From an optimization exercise on the open Yosys and OpenROAD flow, aimed at small area and a short achievable clock period; shortcuts taken in it are not production practice.
At most, simulation tests tie the RTL to the original design; equivalence was not proved.
Power is estimated from default activity; no workload was simulated.

==> run a <==
// alu_array_top
module alu_array_top (
	input  logic         clk,
	input  logic         arst_n,
	input  logic         in_valid,
	input  logic [2:0]   op,          
	input  logic [127:0] a_bus,       
	input  logic [127:0] b_bus,
	output logic         out_valid,
	output logic [127:0] result_bus,
	output logic [3:0]   carry_bus,
	output logic [3:0]   zero_bus
);
Settings: LEC_CHECK=0, CAP_MARGIN=20, CORE_MARGIN=2, CORE_UTILIZATION=40, SLEW_MARGIN=20, SYNTH_HIERARCHICAL=1; clock period 18.0 ns.
standard.sh (not shown) runs the stock make flow with config.mk's settings and CLKGATE_MAP_FILE= SYNTH_SCRIPT=/design/flow/synth_recipe.tcl, a recipe that flattens the netlist after the stock synthesis.
==> flow/flow/run.sh <==
#!/bin/bash
# The standard layout, with the smallest buffer on every port instead of the
# one buffer_ports picks on its own, a clock tree of smaller buffers without
# dummy loads, and timing repair that aims well below the clock period.
set -euo pipefail
export BUFFER_PORTS_ARGS="-buffer_cell sky130_fd_sc_hd__buf_1"
export CTS_ARGS="-sink_clustering_enable -repair_clock_nets -dont_use_dummy_load -sink_clustering_size 18 -sink_clustering_max_diameter 60 -buf_list {sky130_fd_sc_hd__clkbuf_4 sky130_fd_sc_hd__clkbuf_8}"
export SETUP_SLACK_MARGIN=13.28
bash standard.sh > standard.log 2>&1
==> inputs of run b, as changes to run a <==
==> flow/design.v (replaced) <==
`default_nettype none
package alu_pkg;
	localparam int WIDTH   = 32;  
	localparam int LANES   = 4;   
	localparam int LATENCY = 3;   
	localparam int BLK     = 2;   
	localparam int NBLK    = WIDTH / BLK;
	typedef enum logic [2:0] {
		ADD = 3'd0,  
		SUB = 3'd1,  
		SEQ = 3'd2,  
		SNE = 3'd3,  
		SLT = 3'd4,  
		SGT = 3'd5,  
		SLE = 3'd6,  
		SGE = 3'd7   
	} alu_op_e;
endpackage
`default_nettype wire
`timescale 1ns/1ps
`default_nettype none
module op_dispatch (
	input  logic                                     clk,
	input  logic                                     arst_n,
	input  logic                                     in_valid,
	input  logic [2:0]                               op,
	input  logic [alu_pkg::LANES*alu_pkg::WIDTH-1:0] a_bus,
	input  logic [alu_pkg::LANES*alu_pkg::WIDTH-1:0] b_bus,
	output logic                                     req_valid,
	output logic [2:0]                               req_op,
	output logic                                     req_sub,   
	output logic [alu_pkg::LANES*alu_pkg::WIDTH-1:0] req_sum,   
	output logic [alu_pkg::LANES*alu_pkg::NBLK-1:0]  req_gen    
);
	localparam int WIDTH = alu_pkg::WIDTH;
	localparam int LANES = alu_pkg::LANES;
	localparam int BLK   = alu_pkg::BLK;
	localparam int NBLK  = alu_pkg::NBLK;
	logic                   sub;
	logic [LANES*WIDTH-1:0] b_eff;
	logic [LANES*WIDTH-1:0] sum_d;
	logic [LANES*NBLK-1:0]  gen_d;
	assign sub   = (op != alu_pkg::ADD);  
	assign b_eff = b_bus ^ {(LANES*WIDTH){sub}};
	genvar j;
	generate
		for (j = 0; j < LANES*NBLK; j++)
		begin : g_blk
			assign {gen_d[j], sum_d[j*BLK +: BLK]} =
				{1'b0, a_bus[j*BLK +: BLK]} + {1'b0, b_eff[j*BLK +: BLK]};
		end
	endgenerate
	always_ff @(posedge clk or negedge arst_n)
	begin
		if (!arst_n)
			req_valid <= 1'b0;
		else
			req_valid <= in_valid;
	end
	always_ff @(posedge clk)
	begin
		req_op  <= op;
		req_sub <= sub;
		req_sum <= sum_d;
		req_gen <= gen_d;
	end
endmodule
`default_nettype wire
`timescale 1ns/1ps
`default_nettype none
module alu_lane (
	input  logic                      clk,
	input  logic [2:0]                req_op,
	input  logic                      req_sub,   
	input  logic [alu_pkg::WIDTH-1:0] req_sum,   
	input  logic [alu_pkg::NBLK-1:0]  req_gen,   
	output logic [alu_pkg::WIDTH-1:0] result,
	output logic                      cout,
	output logic                      zero
);
	localparam int WIDTH = alu_pkg::WIDTH;
	localparam int BLK   = alu_pkg::BLK;
	localparam int NBLK  = alu_pkg::NBLK;
	localparam int LVLS  = $clog2(NBLK);
	logic             use_set;
	logic [NBLK-1:0]  prop;       
	logic [NBLK:0]    carry;      
	logic [WIDTH-1:0] sum;
	logic             sum_zero;
	logic             set_bit;
	logic [WIDTH-1:0] lane_res;
	assign use_set = req_op[2] | req_op[1];
	logic [NBLK-1:0] gg [LVLS+1];
	logic [NBLK-1:0] pp [LVLS+1];
	genvar j, l;
	generate
		for (j = 0; j < NBLK; j++)
		begin : g_blk
			assign prop[j] = &req_sum[j*BLK +: BLK];
			if (j == 0)
			begin : g_first
				assign gg[0][j] = req_gen[j] | (prop[j] & req_sub);
				assign pp[0][j] = 1'b0;
			end
			else
			begin : g_rest
				assign gg[0][j] = req_gen[j];
				assign pp[0][j] = prop[j];
			end
		end
		for (l = 0; l < LVLS; l++)
		begin : g_lvl
			for (j = 0; j < NBLK; j++)
			begin : g_node
				if (j >= (1 << l))
				begin : g_comb
					assign gg[l+1][j] = gg[l][j] | (pp[l][j] & gg[l][j-(1<<l)]);
					assign pp[l+1][j] = pp[l][j] & pp[l][j-(1<<l)];
				end
				else
				begin : g_pass
					assign gg[l+1][j] = gg[l][j];
					assign pp[l+1][j] = pp[l][j];
				end
			end
		end
	endgenerate
	assign carry[0] = req_sub;  
	assign carry[NBLK:1] = gg[LVLS];
	generate
		for (j = 0; j < NBLK; j++)
		begin : g_sum
			assign sum[j*BLK +: BLK] = req_sum[j*BLK +: BLK] + {{(BLK-1){1'b0}}, carry[j]};
		end
	endgenerate
	assign sum_zero = (sum == '0);
	always_comb
	begin
		case (req_op)
			alu_pkg::SEQ: set_bit = sum_zero;
			alu_pkg::SNE: set_bit = ~sum_zero;
			alu_pkg::SLT: set_bit = ~carry[NBLK];
			alu_pkg::SGT: set_bit = carry[NBLK] & ~sum_zero;
			alu_pkg::SLE: set_bit = ~carry[NBLK] | sum_zero;
			default:      set_bit = carry[NBLK];  
		endcase
		lane_res = use_set ? {{(WIDTH-1){1'b0}}, set_bit} : sum;
	end
	always_ff @(posedge clk)
	begin
		result <= lane_res;
		cout   <= carry[NBLK];  
		zero   <= use_set ? ~set_bit : sum_zero;
	end
endmodule
`default_nettype wire
`timescale 1ns/1ps
`default_nettype none
module result_collect (
	input  logic                                     clk,
	input  logic                                     arst_n,
	input  logic                                     req_valid,
	input  logic [alu_pkg::LANES*alu_pkg::WIDTH-1:0] res_result,
	input  logic [alu_pkg::LANES-1:0]                res_cout,
	input  logic [alu_pkg::LANES-1:0]                res_zero,
	output logic                                     out_valid,
	output logic [alu_pkg::LANES*alu_pkg::WIDTH-1:0] result_bus,
	output logic [alu_pkg::LANES-1:0]                carry_bus,
	output logic [alu_pkg::LANES-1:0]                zero_bus
);
	logic res_valid;
	always_ff @(posedge clk or negedge arst_n)
	begin
		if (!arst_n)
		begin
			res_valid <= 1'b0;
			out_valid <= 1'b0;
		end
		else
		begin
			res_valid <= req_valid;
			out_valid <= res_valid;
		end
	end
	always_ff @(posedge clk)
	begin
		result_bus <= res_result;
		carry_bus  <= res_cout;
		zero_bus   <= res_zero;
	end
endmodule
`default_nettype wire
`timescale 1ns/1ps
`default_nettype none
module alu_array_top (
	input  logic         clk,
	input  logic         arst_n,
	input  logic         in_valid,
	input  logic [2:0]   op,          
	input  logic [127:0] a_bus,       
	input  logic [127:0] b_bus,
	output logic         out_valid,
	output logic [127:0] result_bus,
	output logic [3:0]   carry_bus,
	output logic [3:0]   zero_bus
);
	localparam int WIDTH = alu_pkg::WIDTH;
	localparam int LANES = alu_pkg::LANES;
	localparam int NBLK  = alu_pkg::NBLK;
	logic                   req_valid;
	logic [2:0]             req_op;
	logic                   req_sub;
	logic [LANES*WIDTH-1:0] req_sum;
	logic [LANES*NBLK-1:0]  req_gen;
	logic [LANES*WIDTH-1:0] res_result;
	logic [LANES-1:0]       res_cout;
	logic [LANES-1:0]       res_zero;
	op_dispatch u_dispatch (
		.clk       (clk),
		.arst_n    (arst_n),
		.in_valid  (in_valid),
		.op        (op),
		.a_bus     (a_bus),
		.b_bus     (b_bus),
		.req_valid (req_valid),
		.req_op    (req_op),
		.req_sub   (req_sub),
		.req_sum   (req_sum),
		.req_gen   (req_gen)
	);
	genvar i;
	generate
		for (i = 0; i < LANES; i++)
		begin : g_lane
			alu_lane u_lane (
				.clk     (clk),
				.req_op  (req_op),
				.req_sub (req_sub),
				.req_sum (req_sum[i*WIDTH +: WIDTH]),
				.req_gen (req_gen[i*NBLK +: NBLK]),
				.result  (res_result[i*WIDTH +: WIDTH]),
				.cout    (res_cout[i]),
				.zero    (res_zero[i])
			);
		end
	endgenerate
	result_collect u_collect (
		.clk        (clk),
		.arst_n     (arst_n),
		.req_valid  (req_valid),
		.res_result (res_result),
		.res_cout   (res_cout),
		.res_zero   (res_zero),
		.out_valid  (out_valid),
		.result_bus (result_bus),
		.carry_bus  (carry_bus),
		.zero_bus   (zero_bus)
	);
endmodule
`default_nettype wire
==> flow/flow/run.sh (replaced) <==
#!/bin/bash
# The standard layout, with the smallest buffer on every port instead of the
# one buffer_ports picks on its own, and a clock tree of smaller buffers
# without dummy loads.
set -euo pipefail
export BUFFER_PORTS_ARGS="-buffer_cell sky130_fd_sc_hd__buf_1"
export CTS_ARGS="-sink_clustering_enable -repair_clock_nets -dont_use_dummy_load -buf_list {sky130_fd_sc_hd__clkbuf_4 sky130_fd_sc_hd__clkbuf_8}"
bash standard.sh > standard.log 2>&1
SYNTH_HIERARCHICAL = unset   (was 1)
==> comparison table <==
item                                                                            run a           run b
Sequential fraction of total cell area                                          0.486           0.450
Antenna diode instance count                                                        2               0
Fraction of the mapped netlist area in compound gates                          0.0481          0.0537
Leakage power figure                                                          7.80 nW         9.12 nW
Run status                                                             finished clean  finished clean
Detailed Route WL                                                           34,700 µm       42,100 µm
Multi-input combinational cell area                                          6780 µm²        7150 µm²
Floorplan Core Area                                                        40,700 µm²      43,900 µm²
Cts repair resizes                                                                130               0
Least-Margin Pin Slew                                                         1.01 ns        0.818 ns
Count of filler cells inserted in the layout                                    3,810           4,168
Fraction of area in multi-input gates                                           0.350           0.341
Weighted congestion at the end of routability-driven global placement           0.835           0.847
Maximum number of pins on one net before global-route repair                       33              45
Power density normalized to cell area                                      108 nW/µm²      116 nW/µm²
Final non-filler cell area                                                 19,300 µm²      21,000 µm²
R2R cell count                                                                      8              17
Layout cells sized above 1                                                      0.127          0.0628
Met3 Routed Length                                                            1920 µm         2190 µm
Post-DR wirelength/cell                                                       15.5 µm         16.0 µm
Function not checked in run b: the RTL went through the layout flow alone.


==> 06-28: inputs <==
alu_array_top, a different RTL version from the one above (not shown whole).
==> module op_dispatch, before the edit <==
module op_dispatch (
	input  logic                                     clk,
	input  logic                                     arst_n,
	input  logic                                     in_valid,
	input  logic [2:0]                               op,
	input  logic [alu_pkg::LANES*alu_pkg::WIDTH-1:0] a_bus,
	input  logic [alu_pkg::LANES*alu_pkg::WIDTH-1:0] b_bus,
	output logic                                     req_valid,
	output logic [2:0]                               req_op,
	output logic                                     req_sub,   
	output logic [alu_pkg::LANES*alu_pkg::WIDTH-1:0] req_sum,   
	output logic [alu_pkg::LANES*alu_pkg::NBLK-1:0]  req_gen    
);
	localparam int WIDTH = alu_pkg::WIDTH;
	localparam int LANES = alu_pkg::LANES;
	localparam int BLK   = alu_pkg::BLK;
	localparam int NBLK  = alu_pkg::NBLK;
	logic                   sub;
	logic [LANES*WIDTH-1:0] b_eff;
	logic [LANES*WIDTH-1:0] sum_d;
	logic [LANES*NBLK-1:0]  gen_d;
	assign sub   = (op != alu_pkg::ADD);  
	assign b_eff = b_bus ^ {(LANES*WIDTH){sub}};
	genvar j, i;
	generate
		for (j = 0; j < LANES*NBLK; j++)
		begin : g_blk
			logic [BLK:0] c;
			assign c[0] = 1'b0;
			for (i = 0; i < BLK; i++)
			begin : g_bit
				assign sum_d[j*BLK+i] = a_bus[j*BLK+i] ^ b_eff[j*BLK+i] ^ c[i];
				assign c[i+1] = (a_bus[j*BLK+i] & b_eff[j*BLK+i])
					| (c[i] & (a_bus[j*BLK+i] ^ b_eff[j*BLK+i]));
			end
			assign gen_d[j] = c[BLK];
		end
	endgenerate
	always_ff @(posedge clk or negedge arst_n)
	begin
		if (!arst_n)
			req_valid <= 1'b0;
		else
			req_valid <= in_valid;
	end
	always_ff @(posedge clk)
	begin
		req_op  <= op;
		req_sub <= sub;
		req_sum <= sum_d;
		req_gen <= gen_d;
	end
endmodule
==> module alu_lane, before the edit <==
module alu_lane (
	input  logic                      clk,
	input  logic [2:0]                req_op,
	input  logic                      req_sub,   
	input  logic [alu_pkg::WIDTH-1:0] req_sum,   
	input  logic [alu_pkg::NBLK-1:0]  req_gen,   
	output logic [alu_pkg::WIDTH-1:0] result,
	output logic                      cout,
	output logic                      zero
);
	localparam int WIDTH = alu_pkg::WIDTH;
	localparam int BLK   = alu_pkg::BLK;
	localparam int NBLK  = alu_pkg::NBLK;
	localparam int GRP   = alu_pkg::GRP;
	localparam int NGRP  = alu_pkg::NGRP;
	logic             use_set;
	logic [NBLK-1:0]  prop;       
	logic [NBLK:0]    carry;      
	logic [NGRP-1:0]  grp_gen;    
	logic [NGRP-1:0]  grp_prop;   
	logic [NGRP:0]    grp_carry;  
	logic [WIDTH-1:0] sum;
	logic             sum_zero;
	logic             set_bit;
	logic [WIDTH-1:0] lane_res;
	assign use_set = req_op[2] | req_op[1];
	genvar j, q, i;
	generate
		for (j = 0; j < NBLK; j++)
		begin : g_prop
			assign prop[j] = &req_sum[j*BLK +: BLK];
		end
		for (q = 0; q < NGRP; q++)
		begin : g_grp
			logic [GRP:0] gg;  
			assign gg[0] = 1'b0;
			for (i = 0; i < GRP; i++)
			begin : g_gg
				assign gg[i+1] = req_gen[q*GRP+i] | (prop[q*GRP+i] & gg[i]);
			end
			assign grp_gen[q]  = gg[GRP];
			assign grp_prop[q] = &prop[q*GRP +: GRP];
			assign grp_carry[q+1] = grp_gen[q] | (grp_prop[q] & grp_carry[q]);
			assign carry[q*GRP] = grp_carry[q];
			for (i = 1; i < GRP; i++)
			begin : g_c
				assign carry[q*GRP+i] = req_gen[q*GRP+i-1] | (prop[q*GRP+i-1] & carry[q*GRP+i-1]);
			end
		end
	endgenerate
	assign grp_carry[0] = req_sub;  
	assign carry[NBLK]  = grp_carry[NGRP];
	generate
		for (j = 0; j < NBLK; j++)
		begin : g_inc
			logic [BLK:0] t;
			assign t[0] = carry[j];
			for (i = 0; i < BLK; i++)
			begin : g_bit
				assign sum[j*BLK+i] = req_sum[j*BLK+i] ^ t[i];
				assign t[i+1]       = req_sum[j*BLK+i] & t[i];
			end
		end
	endgenerate
	assign sum_zero = (sum == '0);
	always_comb
	begin
		case (req_op)
			alu_pkg::SEQ: set_bit = sum_zero;
			alu_pkg::SNE: set_bit = ~sum_zero;
			alu_pkg::SLT: set_bit = ~carry[NBLK];
			alu_pkg::SGT: set_bit = carry[NBLK] & ~sum_zero;
			alu_pkg::SLE: set_bit = ~carry[NBLK] | sum_zero;
			default:      set_bit = carry[NBLK];  
		endcase
		lane_res = use_set ? {{(WIDTH-1){1'b0}}, set_bit} : sum;
	end
	always_ff @(posedge clk)
	begin
		result <= lane_res;
		cout   <= carry[NBLK];  
		zero   <= use_set ? ~set_bit : sum_zero;
	end
endmodule
Settings: LEC_CHECK=0, CAP_MARGIN=20, CORE_MARGIN=2, CORE_UTILIZATION=40, SLEW_MARGIN=20, SYNTH_HIERARCHICAL=1; clock period 18.0 ns.
==> flow/flow/run.sh <==
#!/bin/bash
# The standard layout, with the smallest buffer on every port instead of the
# one buffer_ports picks on its own, a clock tree of smaller buffers without
# dummy loads, and timing repair that aims well below the clock period.
set -euo pipefail
export BUFFER_PORTS_ARGS="-buffer_cell sky130_fd_sc_hd__buf_1"
export CTS_ARGS="-sink_clustering_enable -repair_clock_nets -dont_use_dummy_load -sink_clustering_size 20 -sink_clustering_max_diameter 80 -buf_list {sky130_fd_sc_hd__clkbuf_4 sky130_fd_sc_hd__clkbuf_8}"
export SETUP_SLACK_MARGIN=13.28
bash standard.sh > standard.log 2>&1
==> 07-12: changes against 06-28 <==
==> flow/design.v (replaced) <==
`default_nettype none
package alu_pkg;
	localparam int WIDTH   = 32;  
	localparam int LANES   = 4;   
	localparam int LATENCY = 3;   
	localparam int BLK     = 2;   
	localparam int NBLK    = WIDTH / BLK;
	localparam int GBITS   = 8;   
	typedef enum logic [2:0] {
		ADD = 3'd0,  
		SUB = 3'd1,  
		SEQ = 3'd2,  
		SNE = 3'd3,  
		SLT = 3'd4,  
		SGT = 3'd5,  
		SLE = 3'd6,  
		SGE = 3'd7   
	} alu_op_e;
endpackage
`default_nettype wire
`timescale 1ns/1ps
`default_nettype none
module op_dispatch (
	input  logic                                     clk,
	input  logic                                     arst_n,
	input  logic                                     in_valid,
	input  logic [2:0]                               op,
	input  logic [alu_pkg::LANES*alu_pkg::WIDTH-1:0] a_bus,
	input  logic [alu_pkg::LANES*alu_pkg::WIDTH-1:0] b_bus,
	output logic                                     req_valid,
	output logic [2:0]                               req_op,
	output logic                                     req_sub,   
	output logic [alu_pkg::LANES*alu_pkg::WIDTH-1:0] req_sum,   
	output logic [alu_pkg::LANES*alu_pkg::NBLK-1:0]  req_gen    
);
	localparam int WIDTH = alu_pkg::WIDTH;
	localparam int LANES = alu_pkg::LANES;
	localparam int BLK   = alu_pkg::BLK;
	localparam int NBLK  = alu_pkg::NBLK;
	logic                   sub;
	logic [LANES*WIDTH-1:0] sum_d;
	logic [LANES*NBLK-1:0]  gen_d;
	assign sub = (op != alu_pkg::ADD);  
	genvar n;
	generate
		for (n = 0; n < LANES; n++)
		begin : g_add
			lane_add u_add (
				.op  (op),
				.a   (a_bus[n*WIDTH +: WIDTH]),
				.b   (b_bus[n*WIDTH +: WIDTH]),
				.sum (sum_d[n*WIDTH +: WIDTH]),
				.gen (gen_d[n*NBLK +: NBLK])
			);
		end
	endgenerate
	always_ff @(posedge clk or negedge arst_n)
	begin
		if (!arst_n)
			req_valid <= 1'b0;
		else
			req_valid <= in_valid;
	end
	always_ff @(posedge clk)
	begin
		req_op  <= op;
		req_sub <= sub;
		req_sum <= sum_d;
		req_gen <= gen_d;
	end
endmodule
`default_nettype wire
`default_nettype none
module lane_add (
	input  logic [2:0]                op,
	input  logic [alu_pkg::WIDTH-1:0] a,
	input  logic [alu_pkg::WIDTH-1:0] b,
	output logic [alu_pkg::WIDTH-1:0] sum,
	output logic [alu_pkg::NBLK-1:0]  gen
);
	localparam int WIDTH = alu_pkg::WIDTH;
	localparam int BLK   = alu_pkg::BLK;
	localparam int NBLK  = alu_pkg::NBLK;
	logic             sub;
	logic [WIDTH-1:0] b_eff;
	assign sub   = (op != alu_pkg::ADD);
	assign b_eff = b ^ {WIDTH{sub}};
	genvar j, i;
	generate
		for (j = 0; j < NBLK; j++)
		begin : g_blk
			logic [BLK:0] c;
			assign c[0] = 1'b0;
			for (i = 0; i < BLK; i++)
			begin : g_bit
				assign sum[j*BLK+i] = a[j*BLK+i] ^ b_eff[j*BLK+i] ^ c[i];
				assign c[i+1] = (a[j*BLK+i] & b_eff[j*BLK+i])
					| (c[i] & (a[j*BLK+i] ^ b_eff[j*BLK+i]));
			end
			assign gen[j] = c[BLK];
		end
	endgenerate
endmodule
`default_nettype wire
`timescale 1ns/1ps
`default_nettype none
module alu_lane (
	input  logic                      clk,
	input  logic [2:0]                req_op,
	input  logic                      req_sub,   
	input  logic [alu_pkg::WIDTH-1:0] req_sum,   
	input  logic [alu_pkg::NBLK-1:0]  req_gen,   
	output logic [alu_pkg::WIDTH-1:0] result,
	output logic                      cout
);
	localparam int WIDTH = alu_pkg::WIDTH;
	localparam int BLK   = alu_pkg::BLK;
	localparam int GBITS = alu_pkg::GBITS;
	localparam int NGRP  = WIDTH / GBITS;
	logic             use_set;
	logic [WIDTH-1:0] sum;
	logic             equal;
	logic             set_bit;
	logic [WIDTH-1:0] lane_res;
	assign use_set = req_op[2] | req_op[1];
	logic [NGRP:0]   grp_carry;  
	logic [NGRP-1:0] grp_all1;   
	assign grp_carry[0] = req_sub;  
	genvar q;
	generate
		for (q = 0; q < NGRP; q++)
		begin : g_grp
			sum_group u_grp (
				.bsum  (req_sum[q*GBITS +: GBITS]),
				.bgen  (req_gen[q*GBITS/BLK +: GBITS/BLK]),
				.cin   (grp_carry[q]),
				.clear (use_set),
				.sum   (sum[q*GBITS +: GBITS]),
				.cout  (grp_carry[q+1]),
				.all1  (grp_all1[q])
			);
		end
	endgenerate
	assign equal = &grp_all1;
	always_comb
	begin
		case (req_op)
			alu_pkg::SEQ: set_bit = equal;
			alu_pkg::SNE: set_bit = ~equal;
			alu_pkg::SLT: set_bit = ~grp_carry[NGRP];
			alu_pkg::SGT: set_bit = grp_carry[NGRP] & ~equal;
			alu_pkg::SLE: set_bit = ~grp_carry[NGRP] | equal;
			default:      set_bit = grp_carry[NGRP];  
		endcase
		lane_res = {sum[WIDTH-1:1], sum[0] | (use_set & set_bit)};
	end
	always_ff @(posedge clk)
	begin
		result <= lane_res;
		cout   <= grp_carry[NGRP];  
	end
endmodule
`default_nettype wire
`default_nettype none
module sum_group (
	input  logic [alu_pkg::GBITS-1:0]             bsum,  
	input  logic [alu_pkg::GBITS/alu_pkg::BLK-1:0] bgen,  
	input  logic                                  cin,
	input  logic                                  clear,  
	output logic [alu_pkg::GBITS-1:0]             sum,
	output logic                                  cout,
	output logic                                  all1   
);
	localparam int BLK   = alu_pkg::BLK;
	localparam int NB    = alu_pkg::GBITS / BLK;
	logic [NB-1:0] prop;    
	logic [NB:0]   carry;   
	logic [NB:0]   gen;     
	assign carry[0] = cin;
	assign gen[0]   = 1'b0;
	genvar j, i;
	generate
		for (j = 0; j < NB; j++)
		begin : g_blk
			logic [BLK:0] t;
			assign prop[j]    = &bsum[j*BLK +: BLK];
			assign carry[j+1] = bgen[j] | (prop[j] & carry[j]);
			assign gen[j+1]   = bgen[j] | (prop[j] & gen[j]);
			assign t[0] = carry[j];
			for (i = 0; i < BLK; i++)
			begin : g_bit
				assign sum[j*BLK+i] = ~clear & (bsum[j*BLK+i] ^ t[i]);
				assign t[i+1]       = bsum[j*BLK+i] & t[i];
			end
		end
	endgenerate
	assign all1 = &prop;
	assign cout = gen[NB] | (all1 & cin);  
endmodule
`default_nettype wire
`timescale 1ns/1ps
`default_nettype none
module result_collect (
	input  logic                                     clk,
	input  logic                                     arst_n,
	input  logic                                     req_valid,
	input  logic [alu_pkg::LANES*alu_pkg::WIDTH-1:0] res_result,
	input  logic [alu_pkg::LANES-1:0]                res_cout,
	output logic                                     out_valid,
	output logic [alu_pkg::LANES*alu_pkg::WIDTH-1:0] result_bus,
	output logic [alu_pkg::LANES-1:0]                carry_bus,
	output logic [alu_pkg::LANES-1:0]                zero_bus
);
	logic res_valid;
	always_ff @(posedge clk or negedge arst_n)
	begin
		if (!arst_n)
		begin
			res_valid <= 1'b0;
			out_valid <= 1'b0;
		end
		else
		begin
			res_valid <= req_valid;
			out_valid <= res_valid;
		end
	end
	always_ff @(posedge clk)
	begin
		result_bus <= res_result;
		carry_bus  <= res_cout;
		for (int n = 0; n < alu_pkg::LANES; n++)
			zero_bus[n] <= (res_result[n*alu_pkg::WIDTH +: alu_pkg::WIDTH] == '0);
	end
endmodule
`default_nettype wire
`timescale 1ns/1ps
`default_nettype none
module alu_array_top (
	input  logic         clk,
	input  logic         arst_n,
	input  logic         in_valid,
	input  logic [2:0]   op,          
	input  logic [127:0] a_bus,       
	input  logic [127:0] b_bus,
	output logic         out_valid,
	output logic [127:0] result_bus,
	output logic [3:0]   carry_bus,
	output logic [3:0]   zero_bus
);
	localparam int WIDTH = alu_pkg::WIDTH;
	localparam int LANES = alu_pkg::LANES;
	localparam int NBLK  = alu_pkg::NBLK;
	logic                   req_valid;
	logic [2:0]             req_op;
	logic                   req_sub;
	logic [LANES*WIDTH-1:0] req_sum;
	logic [LANES*NBLK-1:0]  req_gen;
	logic [LANES*WIDTH-1:0] res_result;
	logic [LANES-1:0]       res_cout;
	op_dispatch u_dispatch (
		.clk       (clk),
		.arst_n    (arst_n),
		.in_valid  (in_valid),
		.op        (op),
		.a_bus     (a_bus),
		.b_bus     (b_bus),
		.req_valid (req_valid),
		.req_op    (req_op),
		.req_sub   (req_sub),
		.req_sum   (req_sum),
		.req_gen   (req_gen)
	);
	genvar i;
	generate
		for (i = 0; i < LANES; i++)
		begin : g_lane
			alu_lane u_lane (
				.clk     (clk),
				.req_op  (req_op),
				.req_sub (req_sub),
				.req_sum (req_sum[i*WIDTH +: WIDTH]),
				.req_gen (req_gen[i*NBLK +: NBLK]),
				.result  (res_result[i*WIDTH +: WIDTH]),
				.cout    (res_cout[i])
			);
		end
	endgenerate
	result_collect u_collect (
		.clk        (clk),
		.arst_n     (arst_n),
		.req_valid  (req_valid),
		.res_result (res_result),
		.res_cout   (res_cout),
		.out_valid  (out_valid),
		.result_bus (result_bus),
		.carry_bus  (carry_bus),
		.zero_bus   (zero_bus)
	);
endmodule
`default_nettype wire
==> flow/flow/run.sh (replaced) <==
#!/bin/bash
# The standard layout, with the smallest buffer on every port instead of the
# one buffer_ports picks on its own, a clock tree of smaller buffers without
# dummy loads, and timing repair that aims well below the clock period.
set -euo pipefail
export BUFFER_PORTS_ARGS="-buffer_cell sky130_fd_sc_hd__buf_1"
export CTS_ARGS="-sink_clustering_enable -repair_clock_nets -dont_use_dummy_load -sink_clustering_size 18 -sink_clustering_max_diameter 60 -buf_list {sky130_fd_sc_hd__clkbuf_4 sky130_fd_sc_hd__clkbuf_8}"
export SETUP_SLACK_MARGIN=13.26
bash standard.sh > standard.log 2>&1
==> 10-14: changes against 06-28 <==
--- a/flow/design.v
+++ b/flow/design.v
@@ -2,14 +2,12 @@
 package alu_pkg;
 	localparam int WIDTH   = 32;  
 	localparam int LANES   = 4;   
 	localparam int LATENCY = 3;   
 	localparam int BLK     = 2;   
 	localparam int NBLK    = WIDTH / BLK;
-	localparam int GRP     = 4;   
-	localparam int NGRP    = NBLK / GRP;
 	typedef enum logic [2:0] {
 		ADD = 3'd0,  
 		SUB = 3'd1,  
 		SEQ = 3'd2,  
 		SNE = 3'd3,  
 		SLT = 3'd4,  
@@ -41,25 +39,18 @@
 	logic                   sub;
 	logic [LANES*WIDTH-1:0] b_eff;
 	logic [LANES*WIDTH-1:0] sum_d;
 	logic [LANES*NBLK-1:0]  gen_d;
 	assign sub   = (op != alu_pkg::ADD);  
 	assign b_eff = b_bus ^ {(LANES*WIDTH){sub}};
-	genvar j, i;
+	genvar j;
 	generate
 		for (j = 0; j < LANES*NBLK; j++)
 		begin : g_blk
-			logic [BLK:0] c;
-			assign c[0] = 1'b0;
-			for (i = 0; i < BLK; i++)
-			begin : g_bit
-				assign sum_d[j*BLK+i] = a_bus[j*BLK+i] ^ b_eff[j*BLK+i] ^ c[i];
-				assign c[i+1] = (a_bus[j*BLK+i] & b_eff[j*BLK+i])
-					| (c[i] & (a_bus[j*BLK+i] ^ b_eff[j*BLK+i]));
-			end
-			assign gen_d[j] = c[BLK];
+			assign {gen_d[j], sum_d[j*BLK +: BLK]} =
+				{1'b0, a_bus[j*BLK +: BLK]} + {1'b0, b_eff[j*BLK +: BLK]};
 		end
 	endgenerate
 	always_ff @(posedge clk or negedge arst_n)
 	begin
 		if (!arst_n)
 			req_valid <= 1'b0;
@@ -87,61 +78,62 @@
 	output logic                      cout,
 	output logic                      zero
 );
 	localparam int WIDTH = alu_pkg::WIDTH;
 	localparam int BLK   = alu_pkg::BLK;
 	localparam int NBLK  = alu_pkg::NBLK;
-	localparam int GRP   = alu_pkg::GRP;
-	localparam int NGRP  = alu_pkg::NGRP;
+	localparam int LVLS  = $clog2(NBLK);
 	logic             use_set;
 	logic [NBLK-1:0]  prop;       
 	logic [NBLK:0]    carry;      
-	logic [NGRP-1:0]  grp_gen;    
-	logic [NGRP-1:0]  grp_prop;   
-	logic [NGRP:0]    grp_carry;  
 	logic [WIDTH-1:0] sum;
 	logic             sum_zero;
 	logic             set_bit;
 	logic [WIDTH-1:0] lane_res;
 	assign use_set = req_op[2] | req_op[1];
-	genvar j, q, i;
+	logic [NBLK-1:0] gg [LVLS+1];
+	logic [NBLK-1:0] pp [LVLS+1];
+	genvar j, l;
 	generate
 		for (j = 0; j < NBLK; j++)
-		begin : g_prop
+		begin : g_blk
 			assign prop[j] = &req_sum[j*BLK +: BLK];
-		end
-		for (q = 0; q < NGRP; q++)
-		begin : g_grp
-			logic [GRP:0] gg;  
-			assign gg[0] = 1'b0;
-			for (i = 0; i < GRP; i++)
-			begin : g_gg
-				assign gg[i+1] = req_gen[q*GRP+i] | (prop[q*GRP+i] & gg[i]);
+			if (j == 0)
+			begin : g_first
+				assign gg[0][j] = req_gen[j] | (prop[j] & req_sub);
+				assign pp[0][j] = 1'b0;
 			end
-			assign grp_gen[q]  = gg[GRP];
-			assign grp_prop[q] = &prop[q*GRP +: GRP];
-			assign grp_carry[q+1] = grp_gen[q] | (grp_prop[q] & grp_carry[q]);
-			assign carry[q*GRP] = grp_carry[q];
-			for (i = 1; i < GRP; i++)
-			begin : g_c
-				assign carry[q*GRP+i] = req_gen[q*GRP+i-1] | (prop[q*GRP+i-1] & carry[q*GRP+i-1]);
+			else
+			begin : g_rest
+				assign gg[0][j] = req_gen[j];
+				assign pp[0][j] = prop[j];
 			end
 		end
-	endgenerate
-	assign grp_carry[0] = req_sub;  
-	assign carry[NBLK]  = grp_carry[NGRP];
+		for (l = 0; l < LVLS; l++)
+		begin : g_lvl
+			for (j = 0; j < NBLK; j++)
+			begin : g_node
+				if (j >= (1 << l))
+				begin : g_comb
+					assign gg[l+1][j] = gg[l][j] | (pp[l][j] & gg[l][j-(1<<l)]);
+					assign pp[l+1][j] = pp[l][j] & pp[l][j-(1<<l)];
+				end
+				else
+				begin : g_pass
+					assign gg[l+1][j] = gg[l][j];
+					assign pp[l+1][j] = pp[l][j];
+				end
+			end
+		end
+	endgenerate
+	assign carry[0] = req_sub;  
+	assign carry[NBLK:1] = gg[LVLS];
 	generate
 		for (j = 0; j < NBLK; j++)
-		begin : g_inc
-			logic [BLK:0] t;
-			assign t[0] = carry[j];
-			for (i = 0; i < BLK; i++)
-			begin : g_bit
-				assign sum[j*BLK+i] = req_sum[j*BLK+i] ^ t[i];
-				assign t[i+1]       = req_sum[j*BLK+i] & t[i];
-			end
+		begin : g_sum
+			assign sum[j*BLK +: BLK] = req_sum[j*BLK +: BLK] + {{(BLK-1){1'b0}}, carry[j]};
 		end
 	endgenerate
 	assign sum_zero = (sum == '0);
 	always_comb
 	begin
 		case (req_op)
==> flow/flow/run.sh (replaced) <==
#!/bin/bash
# The standard layout, with the smallest buffer on every port instead of the
# one buffer_ports picks on its own, a clock tree of smaller buffers without
# dummy loads, and timing repair that aims well below the clock period.
set -euo pipefail
export BUFFER_PORTS_ARGS="-buffer_cell sky130_fd_sc_hd__buf_1"
export CTS_ARGS="-sink_clustering_enable -repair_clock_nets -dont_use_dummy_load -buf_list {sky130_fd_sc_hd__clkbuf_4 sky130_fd_sc_hd__clkbuf_8}"
export SETUP_SLACK_MARGIN=13.2
bash standard.sh > standard.log 2>&1
- SYNTH_HIERARCHICAL: 1 -> not set
==> qor summary <==
Outcome: 10-14 finished clean; 06-28 finished clean; 07-12 finished clean
Count of nets after finishing: 10-14 2501; 06-28 2187; 07-12 2160
Post-detailed-placement half-perimeter wirelength: 10-14 32.5 mm; 06-28 30.6 mm; 07-12 27.4 mm
Sequential cell power: 10-14 1280 uW; 06-28 1280 uW; 07-12 1260 uW
Worst setup slack after placement: 10-14 11.71 ns; 06-28 12.25 ns; 07-12 12.43 ns
Wire length of the first global-routing pass: 10-14 66.7 mm; 06-28 62.1 mm; 07-12 52.4 mm
Worst Setup EP: 10-14 u_dispatch.req_sum[111]$_DFF_P_; 06-28 u_dispatch.req_sum[29]$_DFF_P_; 07-12 u_dispatch.req_sum[43]$_DFF_P_
# Taps: 10-14 592; 06-28 539; 07-12 532
Layout cell share with drive strength beyond 1: 10-14 9.53%; 06-28 19.5%; 07-12 9.62%
Reported clock group power: 10-14 736 uW; 06-28 439 uW; 07-12 478 uW
Compound-gate portion of the synthesized area: 10-14 5.37%; 06-28 6.32%; 07-12 4.81%
Number of sequential cells in the layout: 10-14 471; 06-28 471; 07-12 467
Combinational logic power: 10-14 441 uW; 06-28 451 uW; 07-12 348 uW
Fill count: 10-14 4059; 06-28 3813; 07-12 3838
H-tree Lvls: 10-14 3; 06-28 1; 07-12 2
Placement Rows: 10-14 77; 06-28 75; 07-12 74
Depth of the worst register-to-register path: 10-14 17; 06-28 14; 07-12 8
Adder and majority cell fraction of the synthesized area: 10-14 16.2%; 06-28 16.9%; 07-12 17.5%
Synthesized instance count: 10-14 1586; 06-28 1315; 07-12 1272
Met3 wire len: 10-14 2.36 mm; 06-28 2.35 mm; 07-12 1.90 mm
Hold path startpoint: 10-14 g_lane[0].u_lane.result[27]$_SDFF_PN0_; 06-28 g_lane[1].u_lane.result[0]$_DFF_P_; 07-12 g_lane[1].u_lane.result[2]$_DFF_P_
Number of multi-input combinational cells in the layout: 10-14 813; 06-28 801; 07-12 749
Syn nets: 10-14 2039; 06-28 1769; 07-12 1726
For 10-14, only the layout was checked, not whether the RTL still works.

==> afterwards: timing with drivers on the ports <==
No port has a modelled driver above. Below, the same layouts with a new extraction and two added sets of constraints. Step 1, drivers: a clkbuf_16 drives clk and a buf_2 each remaining input, both assumed. Step 2 times the ports against the registers' clock, not the clock port: input delays grow and output delays shrink by t, the midpoint of the rising clock arrivals with the driver on. a / b / c = ideal ports / drivers / drivers and shift; a / b = the first two.
run | shift t [ns] | setup WS [ns] | hold WS [ns] | clock arrival spread, ns | slew at the worst register clock pin (ns)
run a | 0.593 | 13.341 / 13.299 / 12.741 | 0.310 / 0.310 / 0.310 | 0.073 / 0.074 | 0.11 / 0.11
run b | 0.657 | 12.711 / 12.734 / 12.077 | 0.295 / 0.295 / 0.295 | 0.054 / 0.054 | 0.06 / 0.06
06-28 | 0.655 | 13.228 / 13.240 / 12.589 | 0.292 / 0.292 / 0.292 | 0.044 / 0.044 | 0.12 / 0.12
07-12 | 0.593 | 13.336 / 13.294 / 12.733 | 0.310 / 0.310 / 0.310 | 0.074 / 0.074 | 0.10 / 0.10
10-14 | 0.639 | 13.159 / 13.171 / 12.532 | 0.296 / 0.296 / 0.296 | 0.042 / 0.043 | 0.06 / 0.06
After both steps every run listed still meets setup and hold. The setup slack of 06-28, which loses most, moves by +0.012 ns with the drivers and by -0.639 ns with both steps.
